Context: an optimization exercise on an open-source flow, tuned for small area, a short achievable clock period and few clock cycles per item. The choices shown serve that exercise and are no tape-out recipe. RTL that was checked went through simulation tests only; none was proved equivalent to the original.

==> job 604 <==
==> flow/design.v (excerpt) <==
module muldiv_top (
    input  logic                   clk,
    input  logic                   arst_n_i,
    input  logic                   op_valid_i,
    input  muldiv_pkg::muldiv_op_e op_i,
    input  muldiv_pkg::word_t      opnd_a_i,
    input  muldiv_pkg::word_t      opnd_b_i,
    output logic                   stall_o,
    output logic                   rd_valid_o,
    output muldiv_pkg::word_t      rd_data_o,
    output muldiv_pkg::word_t      hi_o,
    output muldiv_pkg::word_t      lo_o
);
    muldiv_pkg::dec_t   ir_dec;
    muldiv_pkg::word_t  ir_a;
    muldiv_pkg::word_t  ir_b;
    logic [63:0]        csa_s;
    logic [63:0]        csa_c;
    logic [63:0]        p1_s;
    logic [63:0]        p1_c;
    logic [63:0]        prod;
    logic               div_quick;
    logic               div_busy;
    logic               div_done;
    muldiv_pkg::word_t  div_hi;
    muldiv_pkg::word_t  div_lo;
    logic               c_mul;
    logic               c_mthi;
    logic               c_mtlo;
    logic               c_div;
    logic               c_rdhi;
    logic               c_rdlo;
    logic               we_hi;
    logic               we_lo;
    muldiv_pkg::word_t  hi_d;
    muldiv_pkg::word_t  lo_d;
    muldiv_pkg::word_t  hi_q;
    muldiv_pkg::word_t  lo_q;
    assign stall_o = div_busy;
    stage_reg u_issue (
        .clk      (clk),
        .arst_n_i (arst_n_i),
        .hold_i   (div_busy),
        .valid_i  (op_valid_i),
        .op_i     (op_i),
        .a_i      (opnd_a_i),
        .b_i      (opnd_b_i),
        .dec_o    (ir_dec),
        .a_o      (ir_a),
        .b_o      (ir_b)
    );
    mul_csa u_mul (
        .a_i     ({ir_dec.sgn & ir_a[31], ir_a}),
        .b_i     ({ir_dec.sgn & ir_b[31], ir_b}),
        .sum_o   (csa_s),
        .carry_o (csa_c)
    );
    always_ff @(posedge clk) begin
        p1_s <= csa_s;
        p1_c <= csa_c;
    end
    div_unit u_div (
        .clk      (clk),
        .arst_n_i (arst_n_i),
        .start_i  (ir_dec.div && !div_quick),
        .signed_i (ir_dec.sgn && ir_dec.div),
        .a_i      (ir_a),
        .b_i      (ir_b),
        .quick_o  (div_quick),
        .busy_o   (div_busy),
        .done_o   (div_done),
        .hi_o     (div_hi),
        .lo_o     (div_lo)
    );
    pipe_control u_ctrl (
  ...
==> flow/config.mk <==
export PLATFORM = sky130hd
export DESIGN_NAME = muldiv_top
export DESIGN_NICKNAME = muldiv_top
export VERILOG_FILES = /design/flow/design.v
export SDC_FILE = /design/flow/constraint.sdc
export NUM_CORES = 4
export LEC_CHECK = 0
export ABC_AREA = 1
export CAP_MARGIN = 20
export CORE_MARGIN = 2
export CORE_UTILIZATION = 40
export SLEW_MARGIN = 20
==> flow/constraint.sdc <==
create_clock -name core_clock -period 10.0 [get_ports {clk}]
set_input_delay 2.0000 -clock core_clock [delete_from_list [all_inputs] [get_ports {clk}]]
set_output_delay 2.0000 -clock core_clock [all_outputs]
set_load 0.01 [all_outputs]
run.sh (not shown) runs the stock make flow with config.mk's settings and CLKGATE_MAP_FILE= SYNTH_SCRIPT=/design/flow/synth_recipe.tcl, a recipe that flattens the netlist after the stock synthesis.
==> job 1567: changes against job 604 <==
Settings changed: SETUP_SLACK_MARGIN set to 4.5.
==> key figures <==
Final layout
  • Non-clk invs: 845
  • Commonest cells after routing, fill and taps aside: inv_1 (785), nand2_1 (722), xor2_1 (674)
  • Share of cells above drive strength 1: 0.0495

STA
  • Slew headroom: 0.271
  • Fin worst setup slack: 2920 ps

Detailed routing
  • Via/cell ratio: 5.89
  • Detailed-route wire length per cell: 26.1 µm
  • M1 wire length: 75,000 µm

Worst hold path
  • Hold Crit Start: u_div.dvs_q[17]$_DFF_P_
  • Worst Hold End: u_div.dvs_q[15]$_DFF_P_

Place
  • Post-Place Cell Area: 0.0477 mm²

Critical path
  • End of the critical path: u_div.dvs_q[31]$_SDFF_PP0_
  • R2R setup slack: 2920 ps

GRT
  • First-pass GRT wire length: 272,000 µm
  • Met1 Usage GRT: 0.420

Status
  • Status: complete, no violations
The numbers above come from job 604.

==> key figures <==
Critical path
  • R2R setup slack: 4580 ps
  • End of the critical path: p1_s[40]$_DFF_P_

Detailed routing
  • Detailed-route wire length per cell: 26.7 µm
  • Antenna viol nets, final: 0
  • Via/cell ratio: 5.94
  • M1 wire length: 75,300 µm

Final layout
  • Non-clk invs: 854
  • Share of cells above drive strength 1: 0.111
  • Commonest cells after routing, fill and taps aside: inv_1 (757), nand2_1 (706), xor2_1 (652)

Status
  • Status: complete, no violations

Worst hold path
  • Hold Crit Start: u_issue.dec_o[3]$_DFFE_PN0N_
  • Worst Hold End: u_ctrl.c_mthi_o$_DFF_PN0_

GRT
  • Met1 Usage GRT: 0.429
  • First-pass GRT wire length: 277,000 µm

STA
  • Fin worst setup slack: 4580 ps
  • Slew headroom: 0.293

Place
  • Post-Place Cell Area: 0.0477 mm²
The numbers above come from job 1567.

Testbench counts of job 604, summed over its fixed seeds: cycles 6,856, items 4,800.
Testbench counts of job 1567, summed over its fixed seeds: cycles 6,856, items 4,800.


==> branch juniper <==
muldiv_top, a different RTL version from the one above (not shown whole).
==> flow/config.mk <==
export PLATFORM = sky130hd
export DESIGN_NAME = muldiv_top
export DESIGN_NICKNAME = muldiv_top
export VERILOG_FILES = /design/flow/design.v
export SDC_FILE = /design/flow/constraint.sdc
export NUM_CORES = 4
export LEC_CHECK = 0
export ABC_AREA = 0
export CAP_MARGIN = 20
export CORE_MARGIN = 2
export CORE_UTILIZATION = 40
export SLEW_MARGIN = 20
==> flow/constraint.sdc <==
create_clock -name core_clock -period 10.0 [get_ports {clk}]
set_input_delay 2.0000 -clock core_clock [delete_from_list [all_inputs] [get_ports {clk}]]
set_output_delay 2.0000 -clock core_clock [all_outputs]
set_load 0.01 [all_outputs]
standard.sh (not shown) runs the stock make flow with config.mk's settings and CLKGATE_MAP_FILE= SYNTH_SCRIPT=/design/flow/synth_recipe.tcl, a recipe that flattens the netlist after the stock synthesis.
==> flow/flow/run.sh <==
#!/bin/bash
# The standard layout with the smallest buffer on the ports, and timing repair
# aimed at 4.7 ns, below the 5 ns that config.mk's SETUP_SLACK_MARGIN reaches.
# Synthesis is the standard one, unchanged.
set -euo pipefail
bash standard.sh synth > synth.log 2>&1
bash standard.sh "BUFFER_PORTS_ARGS=-buffer_cell sky130_fd_sc_hd__buf_1" SETUP_SLACK_MARGIN=5.3 finish > layout.log 2>&1
==> branch indigo (differences from branch juniper) <==
--- a/flow/design.v
+++ b/flow/design.v
@@ -1327,14 +1327,15 @@
     input  logic              start_i,       
     input  logic              a_neg_i,       
     input  logic              b_neg_i,
     input  muldiv_pkg::word_t a_i,
     input  muldiv_pkg::word_t b_i,
     output logic              quick_o,       
     output logic              busy_o,        
+    output logic              busy_d_o,      
     output logic              done_o,        
     output logic              early_o,       
     output muldiv_pkg::word_t early_hi_o,    
     output muldiv_pkg::word_t early_lo_o,
     output muldiv_pkg::word_t hi_o,          
     output muldiv_pkg::word_t lo_o           
 );
@@ -1350,15 +1351,15 @@
     logic [31:0]       b_mag;
     logic [5:0]        za;
     logic [5:0]        zb;
     logic [4:0]        n;
     logic [4:0]        sh;
     logic              b_zero;
     logic [31:0]       rem_q;
-    logic [32:0]       dvs_n_q;       
+    logic [32:0]       dvs_q;
     logic [31:0]       quo_q;
     logic [3:0]        cnt_q;
     logic              neg_q_q;
     logic              neg_r_q;
     logic              busy_q;
     logic [33:0]       e1;
     logic [33:0]       e2;
@@ -1368,40 +1369,49 @@
     logic [33:0]       t_z;
     logic [33:0]       t_s;
     logic [33:0]       t_c;
     logic              q1;
     logic              q2;
     logic [31:0]       rem2;
     logic              last;
+    logic              busy_q_d;
+    logic [3:0]        cnt_d;
+    logic              neg_q_d;
+    logic              neg_r_d;
     assign a_neg  = a_neg_i;
     assign b_neg  = b_neg_i;
     assign a_mag  = a_i;
     assign b_mag  = b_i;
     assign za     = lzc32(a_mag);
     assign zb     = lzc32(b_mag);
     assign b_zero = (b_i == '0);
     assign quick_o = b_zero | (zb < za);
     assign n      = 5'(zb - za);
     assign sh     = n | 5'd1;
-    assign e1  = {2'b00, rem_q} - ~{1'b1, dvs_n_q};
-    assign e2  = {2'b00, rem_q} - ~{2'b11, dvs_n_q[32:1]};
+    assign e1  = {2'b00, rem_q} - {1'b0, dvs_q};
+    assign e2  = {2'b00, rem_q} - {2'b00, dvs_q[32:1]};
     assign t_x = {2'b00, rem_q};
-    assign t_y = {1'b1, dvs_n_q};
-    assign t_z = {2'b11, dvs_n_q[32:1]};
+    assign t_y = ~{1'b0, dvs_q};
+    assign t_z = ~{2'b00, dvs_q[32:1]};
     assign t_s = t_x ^ t_y ^ t_z;
     assign t_c = (t_x & t_y) | (t_x & t_z) | (t_y & t_z);
     assign e3  = t_s - ~{t_c[32:0], 1'b1};
     assign q1  = ~e1[33];
     assign q2  = q1 ? ~e3[33] : ~e2[33];
     assign rem2 = q1 ? (q2 ? e3[31:0] : e1[31:0]) : (q2 ? e2[31:0] : rem_q);
     assign last       = busy_q && (cnt_q == '0);
     assign early_o    = last && !neg_q_q && !neg_r_q;
     assign busy_o     = busy_q && !early_o;
     assign early_hi_o = rem2;
     assign early_lo_o = {quo_q[29:0], q1, q2};
+    assign busy_q_d = busy_o ? !last : start_i;
+    assign cnt_d    = busy_o ? cnt_q - 1'b1 : 4'(n >> 1);
+    assign neg_q_d  = busy_o ? neg_q_q : ((a_neg ^ b_neg) & ~b_zero);
+    assign neg_r_d  = busy_o ? neg_r_q : a_neg;
+    assign busy_d_o = busy_q_d && !((cnt_d == '0) && !neg_q_d && !neg_r_d);
     always_ff @(posedge clk or negedge arst_n_i) begin
         if (!arst_n_i) begin
             busy_q <= 1'b0;
             done_o <= 1'b0;
         end else begin
             done_o <= last && !early_o;
             if (busy_o) begin
@@ -1410,20 +1420,20 @@
                 busy_q <= start_i;
             end
         end
     end
     always_ff @(posedge clk) begin
         if (busy_o) begin
             rem_q <= rem2;
-            dvs_n_q <= {2'b11, dvs_n_q[32:2]};
+            dvs_q <= dvs_q >> 2;
             quo_q <= {quo_q[29:0], q1, q2};
             cnt_q <= cnt_q - 1'b1;
         end else begin
             rem_q   <= a_mag;
-            dvs_n_q <= ~({1'b0, b_mag} << sh);
+            dvs_q   <= {1'b0, b_mag} << sh;
             quo_q   <= {32{b_zero}};
             cnt_q   <= 4'(n >> 1);
             neg_q_q <= (a_neg ^ b_neg) & ~b_zero;
             neg_r_q <= a_neg;
         end
     end
     bk_add #(.W(32)) u_fix_r (
@@ -1487,14 +1497,16 @@
     logic [63:0]        csa_c;
     logic [63:0]        p1_s;
     logic [63:0]        p1_c;
     logic [63:0]        prod;
     logic               div_quick;
     logic               stall;
     logic               hi_pend;
+    logic               hi_pend_d;
+    logic               div_busy_d;
     logic               ir_lng_d;
     logic               pass_hi;
     logic               pass_fb;
     logic [8:0]         dg_one;
     logic [8:0]         dg_two;
     logic [8:0]         dg_neg;
     logic               div_busy;
@@ -1514,23 +1526,23 @@
     logic               we_lo;
     muldiv_pkg::word_t  hi_d;
     muldiv_pkg::word_t  lo_d;
     muldiv_pkg::word_t  hi_q;
     muldiv_pkg::word_t  lo_q;
     assign pass_hi = hi_pend;
     assign pass_fb = ir_dec.lng && !hi_pend;
-    assign stall   = div_busy || hi_pend;
     assign stall_o = stall;
+    assign hi_pend_d = !stall ? ir_lng_d : (div_busy && hi_pend);
     always_ff @(posedge clk or negedge arst_n_i) begin
         if (!arst_n_i) begin
             hi_pend <= 1'b0;
-        end else if (!stall) begin
-            hi_pend <= ir_lng_d;
-        end else if (!div_busy) begin
-            hi_pend <= 1'b0;
+            stall   <= 1'b0;
+        end else begin
+            hi_pend <= hi_pend_d;
+            stall   <= div_busy_d || hi_pend_d;
         end
     end
     stage_reg u_issue (
         .clk      (clk),
         .arst_n_i (arst_n_i),
         .hold_i   (stall),
         .valid_i  (op_valid_i),
@@ -1567,14 +1579,15 @@
         .start_i  (ir_dec.div && !div_quick),
         .a_neg_i  (ir_a_neg),
         .b_neg_i  (ir_b_neg),
         .a_i      (ir_a[31:0]),
         .b_i      (ir_b[31:0]),
         .quick_o  (div_quick),
         .busy_o   (div_busy),
+        .busy_d_o (div_busy_d),
         .done_o     (div_done),
         .early_o    (div_early),
         .early_hi_o (div_early_hi),
         .early_lo_o (div_early_lo),
         .hi_o     (div_hi),
         .lo_o     (div_lo)
     );
==> flow/flow/run.sh (replaced) <==
#!/bin/bash
# The standard layout, with the smallest buffer on the ports. Synthesis is
# the standard one, unchanged.
set -euo pipefail
bash standard.sh synth > synth.log 2>&1
bash standard.sh "BUFFER_PORTS_ARGS=-buffer_cell sky130_fd_sc_hd__buf_1" finish > layout.log 2>&1
Settings changed: ABC_AREA 0 to 1, PLACE_DENSITY from default to 0.8, SETUP_SLACK_MARGIN from default to 5.
==> branch zinc (differences from branch juniper) <==
--- a/flow/design.v
+++ b/flow/design.v
@@ -123,52 +123,14 @@
             c_mtlo_o <= !stall_i && dec_i.mtlo;
             c_div_o  <= !stall_i && dec_i.div && div_quick_i;
             c_rdhi_o <= !stall_i && dec_i.mfhi;
             c_rdlo_o <= !stall_i && dec_i.mflo;
         end
     end
 endmodule
-module bk_add #(
-    parameter int W = 32
-) (
-    input  logic [W-1:0] a_i,
-    input  logic [W-1:0] b_i,
-    input  logic         ci_i,
-    output logic [W-1:0] s_o
-);
-    localparam int N = W + 1;
-    localparam int L = $clog2(N);
-    logic [N-1:0] g [0:2*L];
-    logic [N-1:0] p [0:2*L];
-    always_comb begin
-        g[0] = {a_i & b_i, ci_i};
-        p[0] = {a_i ^ b_i, 1'b0};
-        for (int l = 0; l < L; l++) begin
-            g[l+1] = g[l];
-            p[l+1] = p[l];
-            for (int i = 0; i < N; i++) begin
-                if (((i + 1) % (2 << l)) == 0) begin
-                    g[l+1][i] = g[l][i] | (p[l][i] & g[l][i-(1<<l)]);
-                    p[l+1][i] = p[l][i] & p[l][i-(1<<l)];
-                end
-            end
-        end
-        for (int l = L - 2; l >= 0; l--) begin
-            g[2*L-1-l] = g[2*L-2-l];
-            p[2*L-1-l] = p[2*L-2-l];
-            for (int i = 0; i < N; i++) begin
-                if ((((i + 1) % (2 << l)) == (1 << l)) && (i >= (2 << l))) begin
-                    g[2*L-1-l][i] = g[2*L-2-l][i] | (p[2*L-2-l][i] & g[2*L-2-l][i-(1<<l)]);
-                    p[2*L-1-l][i] = p[2*L-2-l][i] & p[2*L-2-l][i-(1<<l)];
-                end
-            end
-        end
-        s_o = p[0][N-1:1] ^ g[2*L-1][N-2:0];
-    end
-endmodule
 `timescale 1ns/1ps
 module mul_csa (
     input  logic [32:0] a_i,
     input  logic [8:0]  one_i,    
     input  logic [8:0]  two_i,    
     input  logic [8:0]  neg_i,    
     input  logic [45:0] fbs_i,    
@@ -1328,17 +1290,14 @@
     input  logic              a_neg_i,       
     input  logic              b_neg_i,
     input  muldiv_pkg::word_t a_i,
     input  muldiv_pkg::word_t b_i,
     output logic              quick_o,       
     output logic              busy_o,        
     output logic              done_o,        
-    output logic              early_o,       
-    output muldiv_pkg::word_t early_hi_o,    
-    output muldiv_pkg::word_t early_lo_o,
     output muldiv_pkg::word_t hi_o,          
     output muldiv_pkg::word_t lo_o           
 );
     function automatic logic [5:0] lzc32(input logic [31:0] x);
         lzc32 = 6'd32;
         for (int i = 0; i < 32; i++) begin
             if (x[i]) lzc32 = 6'(31 - i);
@@ -1350,98 +1309,81 @@
     logic [31:0]       b_mag;
     logic [5:0]        za;
     logic [5:0]        zb;
     logic [4:0]        n;
     logic [4:0]        sh;
     logic              b_zero;
     logic [31:0]       rem_q;
-    logic [32:0]       dvs_n_q;       
+    logic [32:0]       dvs_q;
     logic [31:0]       quo_q;
     logic [3:0]        cnt_q;
     logic              neg_q_q;
     logic              neg_r_q;
-    logic              busy_q;
     logic [33:0]       e1;
     logic [33:0]       e2;
     logic [33:0]       e3;
     logic [33:0]       t_x;
     logic [33:0]       t_y;
     logic [33:0]       t_z;
     logic [33:0]       t_s;
     logic [33:0]       t_c;
     logic              q1;
     logic              q2;
     logic [31:0]       rem2;
-    logic              last;
     assign a_neg  = a_neg_i;
     assign b_neg  = b_neg_i;
     assign a_mag  = a_i;
     assign b_mag  = b_i;
     assign za     = lzc32(a_mag);
     assign zb     = lzc32(b_mag);
     assign b_zero = (b_i == '0);
     assign quick_o = b_zero | (zb < za);
     assign n      = 5'(zb - za);
     assign sh     = n | 5'd1;
-    assign e1  = {2'b00, rem_q} - ~{1'b1, dvs_n_q};
-    assign e2  = {2'b00, rem_q} - ~{2'b11, dvs_n_q[32:1]};
+    assign e1  = {2'b00, rem_q} - {1'b0, dvs_q};
+    assign e2  = {2'b00, rem_q} - {2'b00, dvs_q[32:1]};
     assign t_x = {2'b00, rem_q};
-    assign t_y = {1'b1, dvs_n_q};
-    assign t_z = {2'b11, dvs_n_q[32:1]};
+    assign t_y = ~{1'b0, dvs_q};
+    assign t_z = ~{2'b00, dvs_q[32:1]};
     assign t_s = t_x ^ t_y ^ t_z;
     assign t_c = (t_x & t_y) | (t_x & t_z) | (t_y & t_z);
     assign e3  = t_s - ~{t_c[32:0], 1'b1};
     assign q1  = ~e1[33];
     assign q2  = q1 ? ~e3[33] : ~e2[33];
     assign rem2 = q1 ? (q2 ? e3[31:0] : e1[31:0]) : (q2 ? e2[31:0] : rem_q);
-    assign last       = busy_q && (cnt_q == '0);
-    assign early_o    = last && !neg_q_q && !neg_r_q;
-    assign busy_o     = busy_q && !early_o;
-    assign early_hi_o = rem2;
-    assign early_lo_o = {quo_q[29:0], q1, q2};
     always_ff @(posedge clk or negedge arst_n_i) begin
         if (!arst_n_i) begin
-            busy_q <= 1'b0;
+            busy_o <= 1'b0;
             done_o <= 1'b0;
         end else begin
-            done_o <= last && !early_o;
+            done_o <= busy_o && (cnt_q == '0);
             if (busy_o) begin
-                busy_q <= !last;
+                busy_o <= (cnt_q != '0);
             end else begin
-                busy_q <= start_i;
+                busy_o <= start_i;
             end
         end
     end
     always_ff @(posedge clk) begin
         if (busy_o) begin
             rem_q <= rem2;
-            dvs_n_q <= {2'b11, dvs_n_q[32:2]};
+            dvs_q <= dvs_q >> 2;
             quo_q <= {quo_q[29:0], q1, q2};
             cnt_q <= cnt_q - 1'b1;
         end else begin
             rem_q   <= a_mag;
-            dvs_n_q <= ~({1'b0, b_mag} << sh);
+            dvs_q   <= {1'b0, b_mag} << sh;
             quo_q   <= {32{b_zero}};
             cnt_q   <= 4'(n >> 1);
             neg_q_q <= (a_neg ^ b_neg) & ~b_zero;
             neg_r_q <= a_neg;
         end
     end
-    bk_add #(.W(32)) u_fix_r (
-        .a_i  (rem_q ^ {32{neg_r_q}}),
-        .b_i  ('0),
-        .ci_i (neg_r_q),
-        .s_o  (hi_o)
-    );
-    bk_add #(.W(32)) u_fix_q (
-        .a_i  (quo_q ^ {32{neg_q_q}}),
-        .b_i  ('0),
-        .ci_i (neg_q_q),
-        .s_o  (lo_o)
-    );
+    assign hi_o = neg_r_q ? -rem_q : rem_q;
+    assign lo_o = neg_q_q ? -quo_q : quo_q;
 endmodule
 `timescale 1ns/1ps
 module hilo_regs (
     input  logic              clk,
     input  logic              arst_n_i,
     input  logic              we_hi_i,
     input  logic              we_lo_i,
@@ -1495,17 +1437,14 @@
     logic               pass_hi;
     logic               pass_fb;
     logic [8:0]         dg_one;
     logic [8:0]         dg_two;
     logic [8:0]         dg_neg;
     logic               div_busy;
     logic               div_done;
-    logic               div_early;
-    muldiv_pkg::word_t  div_early_hi;
-    muldiv_pkg::word_t  div_early_lo;
     muldiv_pkg::word_t  div_hi;
     muldiv_pkg::word_t  div_lo;
     logic               c_mul;
     logic               c_mthi;
     logic               c_mtlo;
     logic               c_div;
     logic               c_rdhi;
@@ -1567,18 +1506,15 @@
         .start_i  (ir_dec.div && !div_quick),
         .a_neg_i  (ir_a_neg),
         .b_neg_i  (ir_b_neg),
         .a_i      (ir_a[31:0]),
         .b_i      (ir_b[31:0]),
         .quick_o  (div_quick),
         .busy_o   (div_busy),
-        .done_o     (div_done),
-        .early_o    (div_early),
-        .early_hi_o (div_early_hi),
-        .early_lo_o (div_early_lo),
+        .done_o   (div_done),
         .hi_o     (div_hi),
         .lo_o     (div_lo)
     );
     pipe_control u_ctrl (
         .clk         (clk),
         .arst_n_i    (arst_n_i),
         .stall_i     (stall),
@@ -1587,24 +1523,19 @@
         .c_mul_o     (c_mul),
         .c_mthi_o    (c_mthi),
         .c_mtlo_o    (c_mtlo),
         .c_div_o     (c_div),
         .c_rdhi_o    (c_rdhi),
         .c_rdlo_o    (c_rdlo)
     );
-    bk_add #(.W(64)) u_prod (
-        .a_i  (p1_s),
-        .b_i  (p1_c),
-        .ci_i (1'b0),
-        .s_o  (prod)
-    );
-    assign we_hi = c_mul | c_mthi | c_div | div_done | div_early;
-    assign we_lo = c_mul | c_mtlo | c_div | div_done | div_early;
-    assign hi_d  = c_mul ? prod[63:32] : (div_early ? div_early_hi : div_hi);
-    assign lo_d  = c_mul ? prod[31:0] : (div_early ? div_early_lo : (c_mtlo ? div_hi : div_lo));
+    assign prod  = p1_s + p1_c;
+    assign we_hi = c_mul | c_mthi | c_div | div_done;
+    assign we_lo = c_mul | c_mtlo | c_div | div_done;
+    assign hi_d  = c_mul ? prod[63:32] : div_hi;
+    assign lo_d  = c_mul ? prod[31:0] : (c_mtlo ? div_hi : div_lo);
     hilo_regs u_hilo (
         .clk      (clk),
         .arst_n_i (arst_n_i),
         .we_hi_i  (we_hi),
         .we_lo_i  (we_lo),
         .hi_i     (hi_d),
         .lo_i     (lo_d),
==> flow/run.sh (new file) <==
#!/bin/bash
# synth_recipe.tcl (not shown) runs the flow's synth.tcl, then flattens the netlist and writes it again
# the make line also repeats each setting of config.mk as NAME=value (left out here)
make -C /OpenROAD-flow-scripts/flow DESIGN_CONFIG=/design/flow/config.mk WORK_HOME=/design/flow/orfs CLKGATE_MAP_FILE= SYNTH_SCRIPT=/design/flow/synth_recipe.tcl finish
Settings changed: ABC_AREA 0 to 1, SETUP_SLACK_MARGIN from default to 5.
removed: flow/flow/run.sh
removed: flow/standard.sh
==> impl_results.rst <==
.. list-table::
   :header-rows: 1

   * - Metric
     - Value
   * - Run status
     - complete, no violations
   * - Multi-input comb cells
     - 3982
   * - Final cell utilization of the core
     - 45.7%
   * - Placement Setup Slack
     - 4.05 ns
   * - Ranking of synthesized cells by instance count
     - inv_1 (781), nand2_1 (772), xor2_1 (412)
   * - End point of the worst hold path
     - u_div.dvs_q[16]
   * - Cells after synthesis
     - 5464
   * - Time the worst path needs with I/O delays and setup
     - 4.88 ns
   * - First-pass iteration count of the detailed router
     - 6
   * - Total instance count after detailed placement
     - 6811
   * - Worst reg2reg path startpoint
     - u_issue.a_o[24]
   * - Setup ws final
     - 5.12 ns
   * - Sum of net half-perimeters after detailed placement
     - 122 mm
   * - Path depth of the worst reg2reg path
     - 11
   * - Portion of the layout cell area used by non-clock buffers
     - 5.59%
   * - Sequential share of the synthesized area
     - 22.7%
The numbers above come from branch zinc.

==> impl_results.rst <==
.. list-table::
   :header-rows: 1

   * - Metric
     - Value
   * - Run status
     - complete, no violations
   * - Portion of the layout cell area used by non-clock buffers
     - 3.41%
   * - Placement Setup Slack
     - 4.32 ns
   * - Cells after synthesis
     - 4797
   * - First-pass iteration count of the detailed router
     - 6
   * - Sequential share of the synthesized area
     - 21.6%
   * - Sum of net half-perimeters after detailed placement
     - 117 mm
   * - Worst reg2reg path startpoint
     - u_div.dvs_n_q[2]
   * - End point of the worst hold path
     - u_div.quo_q[2]
   * - Time the worst path needs with I/O delays and setup
     - 4.70 ns
   * - Path depth of the worst reg2reg path
     - 18
   * - Setup ws final
     - 5.30 ns
The numbers above come from branch juniper.

==> impl_results.rst <==
.. list-table::
   :header-rows: 1

   * - Metric
     - Value
   * - Run status
     - complete, no violations
   * - First-pass iteration count of the detailed router
     - 9
   * - Final cell utilization of the core
     - 44.2%
   * - End point of the worst hold path
     - u_div.quo_q[7]
   * - Cells after synthesis
     - 5432
   * - Path depth of the worst reg2reg path
     - 13
   * - Worst reg2reg path startpoint
     - hi_pend
   * - Portion of the layout cell area used by non-clock buffers
     - 3.16%
   * - Placement Setup Slack
     - 3.95 ns
   * - Time the worst path needs with I/O delays and setup
     - 4.87 ns
The numbers above come from branch indigo.

Testbench counts of branch juniper, summed over its fixed seeds: cycles 6,958, items 4,800.
Testbench counts of branch zinc, summed over its fixed seeds: cycles 7,221, items 4,800.
Function not checked in branch indigo: the RTL went through the layout flow alone.

[what the ideal ports hide]
The results above use ideal ports. As a check the final layouts listed here were re-extracted and re-timed, cells and wires unchanged.
Step 1 assumes that a clkbuf_16 drives the clock port and a buf_2 every other input.
Step 2, shift: input delay + t, output delay - t, t = (earliest + latest rising clock arrival at the registers) / 2. This alone moves slack from input paths to output paths.
a / b / c = no drivers / after step 1 / after step 2; a / b = the first two.
run	t, ns	slack for setup (ns)	worst register clock-pin slew, ns
job 604	0.724	2.918 / 2.918 / 2.918	0.08 / 0.08
job 1567	0.722	4.580 / 4.580 / 4.580	0.07 / 0.07
branch juniper	0.685	5.296 / 5.296 / 4.697	0.07 / 0.07
branch indigo	0.690	5.132 / 5.132 / 4.674	0.07 / 0.07
branch zinc	0.694	5.118 / 5.118 / 4.564	0.07 / 0.07
After both steps every run listed still meets setup and hold. The setup slack of branch juniper, which loses most, moves by 0.000 ns with the drivers and by -0.599 ns with both steps.
